Background: an optimization exercise with open tools, aiming at small area and a short achievable clock period. Do not read the settings as production practice.
In this exercise RTL edits were held to simulation tests only and were not proved equivalent to the original.
Power and IR drop assume default switching activity.

Setup of run A:
==> flow/design.v (excerpt) <==
module dla_core #(
    parameter int SIZE     = 8,
    parameter int DATA_WID = 16,
    parameter int ACC_WID  = 40
) (
    input  logic                          clock,
    input  logic                          rst,
    input  logic                          tile_start,
    input  logic [DIM_WID-1:0]            tile_length,
    input  logic [DIM_WID-1:0]            tile_height,
    input  logic [DEPTH_WID-1:0]          valid_num,
    input  logic [SHIFT_WID-1:0]          qtf_shift,
    input  logic [SIZE*DATA_WID-1:0]      bias,
    output logic                          busy,
    input  logic                          beat_valid,
    input  logic signed [DATA_WID-1:0]    ifm_pixel,
    input  logic [SIZE*DATA_WID-1:0]      wgt_vec,
    input  logic [ADDR_WID-1:0]           of_base_addr,
    input  logic [ADDR_WID-1:0]           of_page_length,
    output logic                          of_wr_en,
    output logic [ADDR_WID-1:0]           of_wr_addr,
    output logic [SIZE*DATA_WID-1:0]      of_wr_data,
    output logic                          tile_done
);
Size: ~10,000 cells after synthesis, ~480 I/O pins.
clock: 9.0 ns
lec_check: 0
cap_margin: 20
core_margin: 2
core_utilization: 45
cts_buf_list: sky130_fd_sc_hd__clkbuf_8
setup_slack_margin: 5
slew_margin: 20
tns_end_percent: 3
standard.sh (not shown) runs the stock make flow with config.mk's settings and CLKGATE_MAP_FILE= SYNTH_SCRIPT=/design/flow/synth_recipe.tcl, a recipe that flattens the netlist after the stock synthesis.
==> flow/flow/run.sh <==
#!/bin/bash
# Own layout flow:
#  1. the standard synthesis, unchanged;
#  2. flow/invpush.py rewrites its netlist: a full adder is self-dual, so
#     inverters on two or three of an adder's inputs are moved to its outputs,
#     where most cancel against the inverters that follow, and an inverter
#     that alone loads a gate is merged into it (nand2 + inv -> and2, ...);
#     no register is touched;
#  3. the standard ORFS steps from floorplan to finish, with the resizer
#     allowed to change a cell's footprint so repair can upsize gates, a
#     setup repair margin of 5.5 ns, and
#     every port buffered with a plain buffer (buf_2) rather than the delay
#     cell buffer_ports picks by default.
# Each step's full output goes to a log file in this folder; ORFS's own
# per-step logs stay under orfs/logs.
set -euo pipefail
bash standard.sh synth > synth.log 2>&1
EXTRA="MATCH_CELL_FOOTPRINT=0 SETUP_SLACK_MARGIN=5.5 'BUFFER_PORTS_ARGS=-buffer_cell sky130_fd_sc_hd__buf_2'"
R=orfs/results/${FLOW_PLATFORM:-sky130hd}/dla_core/base
cp $R/1_2_yosys.v synth_netlist.v
python3 flow/invpush.py synth_netlist.v $R/1_2_yosys.v > invpush.log 2>&1
rm -f $R/1_synth.odb $R/1_synth.sdc
sed 's/ "${@:-finish}"/ '"$EXTRA"' "${@:-finish}"/' standard.sh > layout.sh
bash layout.sh finish > layout.log 2>&1
Other scripts of this flow, unchanged in this note and not shown: flow/flow/invpush.py
Modified inputs, run B compared to run A
Settings: a change of TNS_END_PERCENT from 3 to 10.
--- a/flow/flow/run.sh
+++ b/flow/flow/run.sh
@@ -10,3 +10,3 @@
 #     allowed to change a cell's footprint so repair can upsize gates, a
-#     setup repair margin of 5.5 ns, and
+#     setup repair margin of 5.4 ns, and
 #     every port buffered with a plain buffer (buf_2) rather than the delay
@@ -17,3 +17,3 @@
 bash standard.sh synth > synth.log 2>&1
-EXTRA="MATCH_CELL_FOOTPRINT=0 SETUP_SLACK_MARGIN=5.5 'BUFFER_PORTS_ARGS=-buffer_cell sky130_fd_sc_hd__buf_2'"
+EXTRA="MATCH_CELL_FOOTPRINT=0 SETUP_SLACK_MARGIN=5.4 'BUFFER_PORTS_ARGS=-buffer_cell sky130_fd_sc_hd__buf_2'"
 R=orfs/results/${FLOW_PLATFORM:-sky130hd}/dla_core/base
--- outcome ---
Cmp run B vs run A: routed wire length higher in run B
Run B vs. run A: sequential cell area held steady, worst relative slew slack grew by 4.1 points, total of fill cells in the finished design grew by 66, share of total power in the clock network shrank by 0.3 points, synthesis-to-layout area growth grew by 0.75 points.
Run B: setup slack of the critical path after layout higher than run A
> inputs changed (run B -> run C)
Settings: putting CTS_CLUSTER_DIAMETER at 60 where nothing was set; putting CTS_CLUSTER_SIZE at 16 where nothing was set; swapping 10 for 3 in TNS_END_PERCENT.
--- a/flow/flow/run.sh
+++ b/flow/flow/run.sh
@@ -10,3 +10,3 @@
 #     allowed to change a cell's footprint so repair can upsize gates, a
-#     setup repair margin of 5.4 ns, and
+#     setup repair margin of 5.5 ns, and
 #     every port buffered with a plain buffer (buf_2) rather than the delay
@@ -17,3 +17,3 @@
 bash standard.sh synth > synth.log 2>&1
-EXTRA="MATCH_CELL_FOOTPRINT=0 SETUP_SLACK_MARGIN=5.4 'BUFFER_PORTS_ARGS=-buffer_cell sky130_fd_sc_hd__buf_2'"
+EXTRA="MATCH_CELL_FOOTPRINT=0 SETUP_SLACK_MARGIN=5.5 'BUFFER_PORTS_ARGS=-buffer_cell sky130_fd_sc_hd__buf_2'"
 R=orfs/results/${FLOW_PLATFORM:-sky130hd}/dla_core/base
Notes after the runs:
Against run B, run C comes in 2.4% lower on cell area after layout.
Run C against run B: post-CTS clock slew at the launch and capture registers of the worst setup and hold paths increased 0.03 ns, wire length per cell essentially unchanged, area of the mapped netlist essentially unchanged, least setup slack across all paths after layout decreased 0.17 ns.

---

the previous run:
Another version of the RTL of dla_core (not shown whole).
For scale: ~12000 cells after synthesis, ~480 I/O pins.
export LEC_CHECK = 0
export CAP_MARGIN = 20
export CORE_MARGIN = 2
export CORE_UTILIZATION = 40
export SETUP_SLACK_MARGIN = 5
export SLEW_MARGIN = 20
create_clock -name core_clock -period 9.0 [get_ports {clock}]
==> flow/flow/run.sh <==
#!/bin/bash
# Own layout flow: the standard synthesis unchanged, then the standard ORFS
# steps with the resizer allowed to change a cell's footprint (so repair can
# upsize gates on the critical paths). Each step's full output goes to a log
# file in this folder; ORFS's own per-step logs stay under orfs/logs.
set -euo pipefail
bash standard.sh synth > synth.log 2>&1
sed 's/CLKGATE_MAP_FILE= /CLKGATE_MAP_FILE= MATCH_CELL_FOOTPRINT=0 /' standard.sh > layout.sh
bash layout.sh finish > layout.log 2>&1
Relative to the previous run, the following input files were edited for the current run:
==> flow/run.sh (new file) <==
#!/bin/bash
# synth_recipe.tcl (not shown) runs the flow's synth.tcl, then flattens the netlist and writes it again
# the make line also repeats each setting of config.mk as NAME=value (left out here)
make -C /OpenROAD-flow-scripts/flow DESIGN_CONFIG=/design/flow/config.mk WORK_HOME=/design/flow/orfs CLKGATE_MAP_FILE= SYNTH_SCRIPT=/design/flow/synth_recipe.tcl finish
removed: flow/flow/run.sh
removed: flow/standard.sh
--- outcome ---
Diff the previous run -> the current run | wire length of the first global-routing pass | decrease of 0.72%
~same multi-input gate share of total cell area in the current run and the previous run
Diff the previous run -> the current run: routed via count divided by cell count held steady, maximum vdd drop shrank by 12%.
Diff the previous run -> the current run: global placement routability congestion has increased; non-clock buffer count saw a decrease; core outline area level; power lost 0.00050 W.

---

Setup of old:
Another version of the RTL of dla_core (not shown whole).
Size in the first run: ~10000 cells after synthesis, ~1400 flip-flops, ~480 I/O pins.
Settings: LEC_CHECK=0, CAP_MARGIN=20, CORE_MARGIN=2, CORE_UTILIZATION=40, SETUP_SLACK_MARGIN=4.5, SLEW_MARGIN=20; clock period 9.0 ns.
run.sh (not shown) runs the stock make flow with config.mk's settings and CLKGATE_MAP_FILE= SYNTH_SCRIPT=/design/flow/synth_recipe.tcl, a recipe that flattens the netlist after the stock synthesis.
Stock flow here: none of the scripts above is used.
The following lists how new was set up differently from old:
diff --git a/flow/config.mk b/flow/config.mk
--- a/flow/config.mk
+++ b/flow/config.mk
@@ -11 +10,0 @@
-export SETUP_SLACK_MARGIN = 4.5
Results
Looking at the reports, new completed the entire flow and the layout it produced met the timing, design-rule and antenna checks. new against old: clock network fraction of design power up 0.8 points, count of buffers not belonging to the clock network in the layout down 44. Worst setup slack delta for new relative to old: 1.10 ns lower. Summary of new over old: hold slack went down 0.021 ns, global-route usage decreased 0.28 points, fmax has decreased, slack of the worst reg-to-reg path moved down. Relative to old, final area has decreased by about 0.9% in new. Per the comparison of new with old, critical path required time ~0 delta; number of resized instances in the post-cts repair step has decreased. Looking at worst setup path startpoint, the u_mac_row.f2 result is from new; the u_mac_row.acc[233] one comes from old.

==> what the ideal ports hide <==
In the flow no input, the clock included, has a driving cell. The finished layouts below were timed again as built, in two steps.
Step 1: set_driving_cell puts a clkbuf_16 on clock and a buf_2 on each other input, an assumption about the parent block.
Step 2 adds t to the input delays and takes it off the output delays; t is the mean of the earliest and latest rising clock arrival at the registers after step 1. Input paths then give back, and output paths get back, about the clock's delay inside the block.
a / b / c = ideal / step 1 / step 2; a / b = the first two.
run	shift t [ns]	setup slack, ns	worst setup path after step 2	pins driven straight from the clock port
run A	1.135	5.230 / 5.230 / 4.654	input to register	1
run B	1.155	5.270 / 5.270 / 4.676	input to register	1
run C	1.066	5.102 / 5.102 / 4.661	input to register	1
the previous run	0.951	4.979 / 4.979 / 4.350	input to register	1
the current run	0.966	4.868 / 4.868 / 4.349	input to register	1
old	0.955	4.445 / 4.445 / 4.437	input to register	1
new	0.947	3.345 / 3.345 / 3.345	register to register	1
After both steps every run listed still meets setup and hold. The setup slack of the previous run, which loses most, moves by 0.000 ns with the drivers and by -0.629 ns with both steps.
